Context: an optimization exercise on an open-source flow, tuned for small area. The choices shown serve that exercise and are no tape-out recipe. Only simulation tests tie the RTL to the original design; equivalence was not proved. Power is estimated from default activity; no workload was simulated.

==> flow/design.v <==
package cnn_geom_pkg;
    localparam int CI     = 3;
    localparam int PIX_BW = 16;
    localparam int IMG_W  = 8;
    localparam int IMG_H  = 8;
    localparam int POOL_W = IMG_W / 2;
    localparam int COL_BW = 3;
    localparam int ROW_BW = 3;
endpackage
package cnn_ctrl_pkg;
    typedef enum logic {
        POOL_MAX = 1'b0,
        POOL_AVG = 1'b1
    } pool_op_e;
    typedef enum logic [1:0] {
        S_IDLE = 2'd0,
        S_RUN  = 2'd1,
        S_HOLD = 2'd2
    } pool_state_e;
endpackage
import cnn_geom_pkg::*;
module relu_stage (
    input  logic [PIX_BW-1:0] i_pixel,
    output logic [PIX_BW-2:0] o_mag,
    output logic              o_neg
);
    assign o_mag = i_pixel[PIX_BW-2:0];
    assign o_neg = i_pixel[PIX_BW-1];
endmodule
import cnn_geom_pkg::*;
module line_buffer (
    input  logic              clk,
    input  logic              i_shift,
    input  logic              i_odd_col,
    input  logic              i_odd_row,
    input  cnn_ctrl_pkg::pool_op_e i_op,
    input  logic [PIX_BW-2:0] i_mag,
    input  logic              i_neg,
    output logic [PIX_BW-2:0] o_result
);
    logic [PIX_BW:0]   tail;
    logic [PIX_BW-1:0] ring [POOL_W-1];
    logic [PIX_BW-1:0] folded;
    logic [PIX_BW:0]   head;
    logic [PIX_BW:0]   acc_in;
    logic [PIX_BW:0]   acc_out;
    logic              avg;
    assign avg = (i_op == cnn_ctrl_pkg::POOL_AVG);
    assign folded = {tail[PIX_BW-1:1], avg ? tail[0] : tail[PIX_BW]};
    assign head   = {~avg & ring[0][0], ring[0][PIX_BW-1:1], avg & ring[0][0]};
    assign acc_in = (i_odd_col || !i_shift) ? tail
                  : (i_odd_row ? head : '0);
    pool_unit u_pool_unit (
        .i_op   (i_op),
        .i_hold (~i_shift),
        .i_acc  (acc_in),
        .i_mag  (i_mag),
        .i_neg  (i_neg),
        .o_acc  (acc_out)
    );
    always_ff @(posedge clk) begin
        tail <= acc_out;
        if (i_shift && !i_odd_col) begin
            ring[POOL_W-2] <= folded;
            for (int i = 0; i < POOL_W-2; i++) begin
                ring[i] <= ring[i+1];
            end
        end
    end
    assign o_result = tail[PIX_BW:2];
endmodule
import cnn_geom_pkg::*;
import cnn_ctrl_pkg::*;
module pool_unit (
    input  cnn_ctrl_pkg::pool_op_e  i_op,
    input  logic                    i_hold,
    input  logic [PIX_BW:0]         i_acc,
    input  logic [PIX_BW-2:0]       i_mag,
    input  logic                    i_neg,
    output logic [PIX_BW:0]         o_acc
);
    logic [PIX_BW:0]   nacc;
    logic [PIX_BW-2:0] naddend;
    logic [PIX_BW:0]   nsum;
    logic [PIX_BW+1:0] ncarry;
    logic [PIX_BW-1:0] borrow;
    logic              keep;
    assign nacc    = ~i_acc;
    assign naddend = (i_op == POOL_AVG && !i_neg && !i_hold) ? ~i_mag : '1;
    assign ncarry[0] = 1'b1;
    for (genvar i = 0; i <= PIX_BW; i++) begin : g_add
        if (i < PIX_BW-1) begin : g_fa
            assign nsum[i]     = nacc[i] ^ naddend[i] ^ ncarry[i];
            assign ncarry[i+1] = (nacc[i] & naddend[i]) | (nacc[i] & ncarry[i])
                               | (naddend[i] & ncarry[i]);
        end else begin : g_ha
            assign nsum[i]     = ~(nacc[i] ^ ncarry[i]);
            assign ncarry[i+1] = nacc[i] | ncarry[i];
        end
    end
    assign borrow[0] = 1'b0;
    for (genvar i = 0; i < PIX_BW-1; i++) begin : g_cmp
        assign borrow[i+1] = (nacc[i+2] & i_mag[i]) | (nacc[i+2] & borrow[i])
                           | (i_mag[i] & borrow[i]);
    end
    assign keep = i_neg | ~borrow[PIX_BW-1];
    assign o_acc = (i_op == POOL_AVG || keep || i_hold) ? ~nsum : {i_mag, 2'b00};
endmodule
import cnn_geom_pkg::*;
import cnn_ctrl_pkg::*;
module pool_ctrl (
    input  logic                 clk,
    input  logic                 reset_n,
    input  logic                 i_valid,
    output logic                 o_ready,
    input  cnn_ctrl_pkg::pool_op_e i_pool_op,
    output cnn_ctrl_pkg::pool_op_e o_op,
    output logic                 o_shift,
    output logic                 o_odd_col,
    output logic                 o_odd_row,
    output logic                 o_valid,
    output logic                 o_last,
    input  logic                 i_ready
);
    cnn_ctrl_pkg::pool_op_e op_q;
    logic [COL_BW-1:0] col;
    logic [ROW_BW-1:0] row;
    logic              accept;
    logic              frame_start;
    logic              win_done;
    assign o_ready = ~(o_valid & ~i_ready);
    assign accept  = i_valid & o_ready;
    assign frame_start = (row == '0) & (col == '0);
    assign win_done    = accept & row[0] & col[0];
    assign o_last = o_valid & frame_start;
    assign o_op      = cnn_ctrl_pkg::pool_op_e'(frame_start ? i_pool_op : op_q);
    assign o_shift   = accept;
    assign o_odd_col = col[0];
    assign o_odd_row = row[0];
    always_ff @(posedge clk or negedge reset_n) begin
        if (!reset_n) begin
            op_q    <= POOL_MAX;
            col     <= '0;
            row     <= '0;
            o_valid <= 1'b0;
        end else begin
            if (accept && frame_start) op_q <= i_pool_op;
            {row, col} <= {row, col} + (COL_BW+ROW_BW)'(accept);
            if (win_done) begin
                o_valid <= 1'b1;
            end else if (i_ready) begin
                o_valid <= 1'b0;
            end
        end
    end
endmodule
import cnn_geom_pkg::*;
import cnn_ctrl_pkg::*;
module cnn_pool_top (
    input  logic                 clk,
    input  logic                 reset_n,
    input  logic                 i_valid,
    output logic                 o_ready,
    input  logic [CI*PIX_BW-1:0] i_pixel,
    input  cnn_ctrl_pkg::pool_op_e             i_pool_op,
    output logic                 o_valid,
    output logic [CI*PIX_BW-1:0] o_pool,
    output logic                 o_last,
    input  logic                 i_ready
);
    logic                     shift;
    logic                     odd_col;
    logic                     odd_row;
    cnn_ctrl_pkg::pool_op_e   op;
    for (genvar c = 0; c < CI; c++) begin : g_ch
        logic [PIX_BW-2:0] result;
        logic [PIX_BW-2:0] mag;
        logic              neg;
        relu_stage u_relu (
            .i_pixel (i_pixel[c*PIX_BW +: PIX_BW]),
            .o_mag   (mag),
            .o_neg   (neg)
        );
        line_buffer u_line_buffer (
            .clk       (clk),
            .i_shift   (shift),
            .i_odd_col (odd_col),
            .i_odd_row (odd_row),
            .i_op      (op),
            .i_mag     (mag),
            .i_neg     (neg),
            .o_result  (result)
        );
        assign o_pool[c*PIX_BW +: PIX_BW] = {1'b0, result};
    end
    pool_ctrl u_pool_ctrl (
        .clk       (clk),
        .reset_n   (reset_n),
        .i_valid   (i_valid),
        .o_ready   (o_ready),
        .i_pool_op (i_pool_op),
        .o_op      (op),
        .o_shift   (shift),
        .o_odd_col (odd_col),
        .o_odd_row (odd_row),
        .o_valid   (o_valid),
        .o_last    (o_last),
        .i_ready   (i_ready)
    );
endmodule
clock: 10.0 ns
lec_check: 0
abc_area: 1
cap_margin: 0
core_margin: 2
core_utilization: 80
slew_margin: 0
standard.sh (not shown) runs the stock make flow with config.mk's settings and CLKGATE_MAP_FILE= SYNTH_SCRIPT=/design/flow/synth_recipe.tcl, a recipe that flattens the netlist after the stock synthesis.
==> flow/flow/run.sh <==
#!/bin/bash
# The standard layout (the standard.sh, unchanged ORFS steps) with
# settings that only reduce cell area:
#  - Yosys's synth skips its quick ABC pass (-noabc), so the adders reach
#    extract_fa as written and map to full adders without inverters between
#    them; the final ABC run maps the logic for area alone
#    (flow/abc_area.script: no buffering or upsizing in ABC; OpenROAD
#    repairs slew, load and timing later);
#  - the port buffers are the smallest buffer, buf_1, not clkdlybuf4s50_1;
#  - CTS uses small clock buffers and no dummy loads.
# Each tool's output goes to a log file of its own in this folder.
set -euo pipefail
W=$PWD

rm -rf "$W/scripts_area"
cp -r "$FLOW_HOME/scripts" "$W/scripts_area"
cp "$W/flow/abc_area.script" "$W/scripts_area/abc_area.script"
# ABC keeps a22o_2 over the smaller a22o_1 of the same function; synthesis
# leaves it out (OpenROAD may still use it later)
sed -i '1i set ::env(DONT_USE_CELLS) "$::env(DONT_USE_CELLS) sky130_fd_sc_hd__a22o_2"' "$W/scripts_area/synth_preamble.tcl"
export SCRIPTS_DIR="$W/scripts_area"

export SYNTH_ARGS="-noabc"
export BUFFER_PORTS_ARGS="-buffer_cell sky130_fd_sc_hd__buf_1"
export CTS_ARGS="-sink_clustering_enable -repair_clock_nets -sink_clustering_size 25 -sink_clustering_max_diameter 45 -buf_list {sky130_fd_sc_hd__clkbuf_8} -dont_use_dummy_load"

bash standard.sh synth > "$W/synth.log" 2>&1
bash standard.sh > "$W/layout.log" 2>&1
==> flow/flow/abc_area.script <==
strash
dc2
dch -f
map -a
topo
Change:
--- a/flow/flow/run.sh
+++ b/flow/flow/run.sh
@@ -24,3 +24,3 @@
 export BUFFER_PORTS_ARGS="-buffer_cell sky130_fd_sc_hd__buf_1"
-export CTS_ARGS="-sink_clustering_enable -repair_clock_nets -sink_clustering_size 25 -sink_clustering_max_diameter 45 -buf_list {sky130_fd_sc_hd__clkbuf_8} -dont_use_dummy_load"
+export CTS_ARGS="-sink_clustering_enable -repair_clock_nets -sink_clustering_size 35 -sink_clustering_max_diameter 60 -buf_list {sky130_fd_sc_hd__clkbuf_16} -dont_use_dummy_load"
 
- CAP_MARGIN: 0 -> 20
- SLEW_MARGIN: 0 -> 20
Outcome: The new run completed without violations; cell count fell slightly; worst hold slack stays flat; die area does not change; setup slack got worse by 91 ps; utilization goes up by 0.99 points; fmax goes down slightly; power grows by a few percent.
Change:
--- a/flow/flow/run.sh
+++ b/flow/flow/run.sh
@@ -24,3 +24,3 @@
 export BUFFER_PORTS_ARGS="-buffer_cell sky130_fd_sc_hd__buf_1"
-export CTS_ARGS="-sink_clustering_enable -repair_clock_nets -sink_clustering_size 35 -sink_clustering_max_diameter 60 -buf_list {sky130_fd_sc_hd__clkbuf_16} -dont_use_dummy_load"
+export CTS_ARGS="-sink_clustering_enable -repair_clock_nets -sink_clustering_size 20 -sink_clustering_max_diameter 60 -buf_list {sky130_fd_sc_hd__clkbuf_2 sky130_fd_sc_hd__clkbuf_4 sky130_fd_sc_hd__clkbuf_8} -dont_use_dummy_load"
 
- CAP_MARGIN: 20 -> 0
- SLEW_MARGIN: 20 -> 0
Result: Register-to-register slack improved by 200 ps. Total power goes down by about 5%. Die area does not change. Worst setup slack improved by 120 ps. Critical path depth stays the same. Synthesized area does not change. Final cell count is unchanged.
Change:
- CAP_MARGIN: 0 -> 20
- SLEW_MARGIN: 0 -> 20
The changed run finished clean.
Power stays flat.
Register-to-register slack barely changes.
Sequential share of layout area is about the same.

---

// cnn_pool_top: RTL as listed in full above, without the edits since
export LEC_CHECK = 0
export ABC_AREA = 1
export CAP_MARGIN = 20
export CORE_MARGIN = 2
export CORE_UTILIZATION = 65
export SLEW_MARGIN = 20
create_clock -name core_clock -period 10.0 [get_ports {clk}]
==> flow/flow/run.sh <==
#!/bin/bash
# The standard layout (the standard.sh, unchanged ORFS steps) with
# settings that only reduce cell area:
#  - Yosys's synth skips its quick ABC pass (-noabc), so the adders reach
#    extract_fa as written and map to full adders without inverters between
#    them; the final ABC run maps the logic for area alone
#    (flow/abc_area.script: no buffering or upsizing in ABC; OpenROAD
#    repairs slew, load and timing later);
#  - the port buffers are the smallest buffer, buf_1, not clkdlybuf4s50_1;
#  - CTS uses small clock buffers and no dummy loads.
# Each tool's output goes to a log file of its own in this folder.
set -euo pipefail
W=$PWD

rm -rf "$W/scripts_area"
cp -r "$FLOW_HOME/scripts" "$W/scripts_area"
cp "$W/flow/abc_area.script" "$W/scripts_area/abc_area.script"
# ABC keeps a22o_2 over the smaller a22o_1 of the same function; synthesis
# leaves it out (OpenROAD may still use it later)
sed -i '1i set ::env(DONT_USE_CELLS) "$::env(DONT_USE_CELLS) sky130_fd_sc_hd__a22o_2"' "$W/scripts_area/synth_preamble.tcl"
export SCRIPTS_DIR="$W/scripts_area"

export SYNTH_ARGS="-noabc"
export BUFFER_PORTS_ARGS="-buffer_cell sky130_fd_sc_hd__buf_1"
export CTS_ARGS="-sink_clustering_enable -repair_clock_nets -sink_clustering_size 20 -sink_clustering_max_diameter 60 -buf_list {sky130_fd_sc_hd__clkbuf_2 sky130_fd_sc_hd__clkbuf_4 sky130_fd_sc_hd__clkbuf_8} -dont_use_dummy_load"

bash standard.sh synth > "$W/synth.log" 2>&1
bash standard.sh > "$W/layout.log" 2>&1
Scripts as last shown in full above: flow/flow/abc_area.script
The starting point finished clean.
Edit:
--- a/flow/flow/run.sh
+++ b/flow/flow/run.sh
@@ -24,3 +24,3 @@
 export BUFFER_PORTS_ARGS="-buffer_cell sky130_fd_sc_hd__buf_1"
-export CTS_ARGS="-sink_clustering_enable -repair_clock_nets -sink_clustering_size 20 -sink_clustering_max_diameter 60 -buf_list {sky130_fd_sc_hd__clkbuf_2 sky130_fd_sc_hd__clkbuf_4 sky130_fd_sc_hd__clkbuf_8} -dont_use_dummy_load"
+export CTS_ARGS="-sink_clustering_enable -repair_clock_nets -sink_clustering_size 30 -sink_clustering_max_diameter 40 -buf_list {sky130_fd_sc_hd__clkbuf_8} -dont_use_dummy_load"
 
- CAP_MARGIN: 20 -> 0
- CORE_UTILIZATION: 65 -> 80
- SLEW_MARGIN: 20 -> 0
Global-route usage increases by 7.6 points.
Clock power increases by 24%.
Routed wire length increases by 11%.
Edit:
--- a/flow/flow/run.sh
+++ b/flow/flow/run.sh
@@ -24,3 +24,3 @@
 export BUFFER_PORTS_ARGS="-buffer_cell sky130_fd_sc_hd__buf_1"
-export CTS_ARGS="-sink_clustering_enable -repair_clock_nets -sink_clustering_size 30 -sink_clustering_max_diameter 40 -buf_list {sky130_fd_sc_hd__clkbuf_8} -dont_use_dummy_load"
+export CTS_ARGS="-sink_clustering_enable -repair_clock_nets -sink_clustering_size 24 -sink_clustering_max_diameter 50 -buf_list {sky130_fd_sc_hd__clkbuf_4 sky130_fd_sc_hd__clkbuf_8} -dont_use_dummy_load"
 
- CAP_MARGIN: 0 -> 20
- CORE_UTILIZATION: 80 -> 65
- SLEW_MARGIN: 0 -> 20
The changed run ran to the end with no violations.
Total power falls by 4.1%.
Worst setup slack gains 0.13 ns.
Routed wire length goes down by 11%.
Die area went up by 22%.
Final area is about the same.
Flip-flop and latch count stays the same.
Critical path depth stays the same.
Clock power came out lower by 14%.
Sequential share of layout area barely changes.

---

cnn_pool_top, a different RTL version from the one above (not shown whole).
For scale: roughly 820 cells after synthesis, roughly 0.0086 mm^2 of cells after synthesis.
export LEC_CHECK = 0
export ABC_AREA = 1
export CAP_MARGIN = 0
export CORE_MARGIN = 2
export CORE_UTILIZATION = 80
export SLEW_MARGIN = 0
export SYNTH_HIERARCHICAL = 1
create_clock -name core_clock -period 10.0 [get_ports {clk}]
==> flow/flow/run.sh <==
#!/bin/bash
# The standard layout (the standard.sh, unchanged ORFS steps) with
# settings that only reduce cell area:
#  - Yosys's synth skips its quick ABC pass (-noabc), so the adders reach
#    extract_fa as written and map to full adders without inverters between
#    them; the final ABC run maps the logic for area alone
#    (flow/abc_area.script: no buffering or upsizing in ABC; OpenROAD
#    repairs slew, load and timing later);
#  - the port buffers are the smallest buffer, buf_1, not clkdlybuf4s50_1;
#  - CTS uses small clock buffers and no dummy loads.
# Each tool's output goes to a log file of its own in this folder.
set -euo pipefail
W=$PWD

rm -rf "$W/scripts_area"
cp -r "$FLOW_HOME/scripts" "$W/scripts_area"
cp "$W/flow/abc_area.script" "$W/scripts_area/abc_area.script"
# ABC keeps a22o_2 over the smaller a22o_1 of the same function; synthesis
# leaves it out (OpenROAD may still use it later)
sed -i '1i set ::env(DONT_USE_CELLS) "$::env(DONT_USE_CELLS) sky130_fd_sc_hd__a22o_2"' "$W/scripts_area/synth_preamble.tcl"
sed -i 's/^if { !\$::env(SYNTH_HIERARCHICAL) } {$/if { 1 } {/' "$W/scripts_area/synth.tcl"
grep -q '^if { 1 } {$' "$W/scripts_area/synth.tcl"
export SCRIPTS_DIR="$W/scripts_area"

export SYNTH_ARGS="-noabc"
export SYNTH_KEEP_MODULES="ring_sel"
export BUFFER_PORTS_ARGS="-buffer_cell sky130_fd_sc_hd__buf_1"
export CTS_ARGS="-sink_clustering_enable -repair_clock_nets -sink_clustering_size 18 -sink_clustering_max_diameter 70 -buf_list {sky130_fd_sc_hd__clkbuf_2 sky130_fd_sc_hd__clkbuf_4 sky130_fd_sc_hd__clkbuf_8} -dont_use_dummy_load"

bash standard.sh synth > "$W/synth.log" 2>&1
bash standard.sh > "$W/layout.log" 2>&1
Scripts as last shown in full above: flow/flow/abc_area.script
Change:
--- a/flow/flow/run.sh
+++ b/flow/flow/run.sh
@@ -28 +28 @@
-export CTS_ARGS="-sink_clustering_enable -repair_clock_nets -sink_clustering_size 18 -sink_clustering_max_diameter 70 -buf_list {sky130_fd_sc_hd__clkbuf_2 sky130_fd_sc_hd__clkbuf_4 sky130_fd_sc_hd__clkbuf_8} -dont_use_dummy_load"
+export CTS_ARGS="-sink_clustering_enable -repair_clock_nets -sink_clustering_size 35 -sink_clustering_max_diameter 60 -buf_list {sky130_fd_sc_hd__clkbuf_16} -dont_use_dummy_load"
Result: Synthesized area does not change; sequential share of layout area went down by 0.47 points; utilization went up by 0.93 points; clock-buffer cell count went down by 3; total power went up by 4.1%; design area went up by 1.1%; first-iteration DRC count went up by 8.4%.
Change:
--- a/flow/flow/run.sh
+++ b/flow/flow/run.sh
@@ -28 +28 @@
-export CTS_ARGS="-sink_clustering_enable -repair_clock_nets -sink_clustering_size 35 -sink_clustering_max_diameter 60 -buf_list {sky130_fd_sc_hd__clkbuf_16} -dont_use_dummy_load"
+export CTS_ARGS="-sink_clustering_enable -repair_clock_nets -sink_clustering_size 20 -sink_clustering_max_diameter 60 -buf_list {sky130_fd_sc_hd__clkbuf_2 sky130_fd_sc_hd__clkbuf_4 sky130_fd_sc_hd__clkbuf_8} -dont_use_dummy_load"
=>
- final cell count barely changes
- worst setup slack gets better by 0.0065 ns
- core utilization came out lower by 1.0 points
- die area does not change
- wire length falls by a few percent
- critical path depth stays the same
Change:
- CORE_UTILIZATION: 80 -> 75
Result: The changed run produced a clean layout; total power went down by 0.63%; synthesized area does not change; clock power stays flat; fmax climbs by 0.96%; final area barely changes; setup slack improves by 0.092 ns; non-clock buffer count drops by 1; cell count grows by 0.58%; utilization came out lower by 7.3 points; global-route usage falls by 4.0 points.

re-timing with driven ports:
Ports are ideal in the flow. The routed layouts listed here were re-timed in OpenROAD.
Step 1: set_driving_cell puts a clkbuf_16 on clk and a buf_2 on each other input, an assumption about the parent block.
Step 2 adds t to the input delays and takes it off the output delays; t is the mean of the earliest and latest rising clock arrival at the registers after step 1. Input paths then give back, and output paths get back, about the clock's delay inside the block.
Slacks: ideal ports / drivers / drivers and shift; pairs: ideal ports / drivers.
run	shift t [ns]	setup slack, ns	worst setup path at the end	worst data-port slew with drivers (ns)	pins driven straight from the clock port
the first run of note 1	0.513	0.432 / 0.446 / -0.067	input to register	0.05	1
the second run of note 1	0.498	0.341 / 0.357 / -0.141	input to register	0.06	1
the third run of note 1	0.519	0.457 / 0.469 / -0.050	input to register	0.05	1
the fourth run of note 1	0.516	0.460 / 0.472 / -0.044	input to register	0.06	1
the first run of note 2	0.522	0.539 / 0.551 / 0.029	input to register	0.05	1
the second run of note 2	0.542	0.386 / 0.399 / -0.143	input to register	0.05	1
the third run of note 2	0.503	0.512 / 0.529 / 0.026	input to register	0.06	1
the first run of note 3	0.489	0.375 / 0.391 / -0.097	input to register	0.04	1
the second run of note 3	0.484	0.371 / 0.390 / -0.094	input to register	0.04	1
the third run of note 3	0.510	0.377 / 0.392 / -0.119	input to register	0.04	1
the fourth run of note 3	0.514	0.469 / 0.484 / -0.031	input to register	0.04	1
With both steps, setup timing fails in 9 of these runs, where it was met with ideal ports. For the second run of note 2, which loses most, drivers alone change the setup slack by +0.013 ns; drivers and shift together by -0.529 ns.
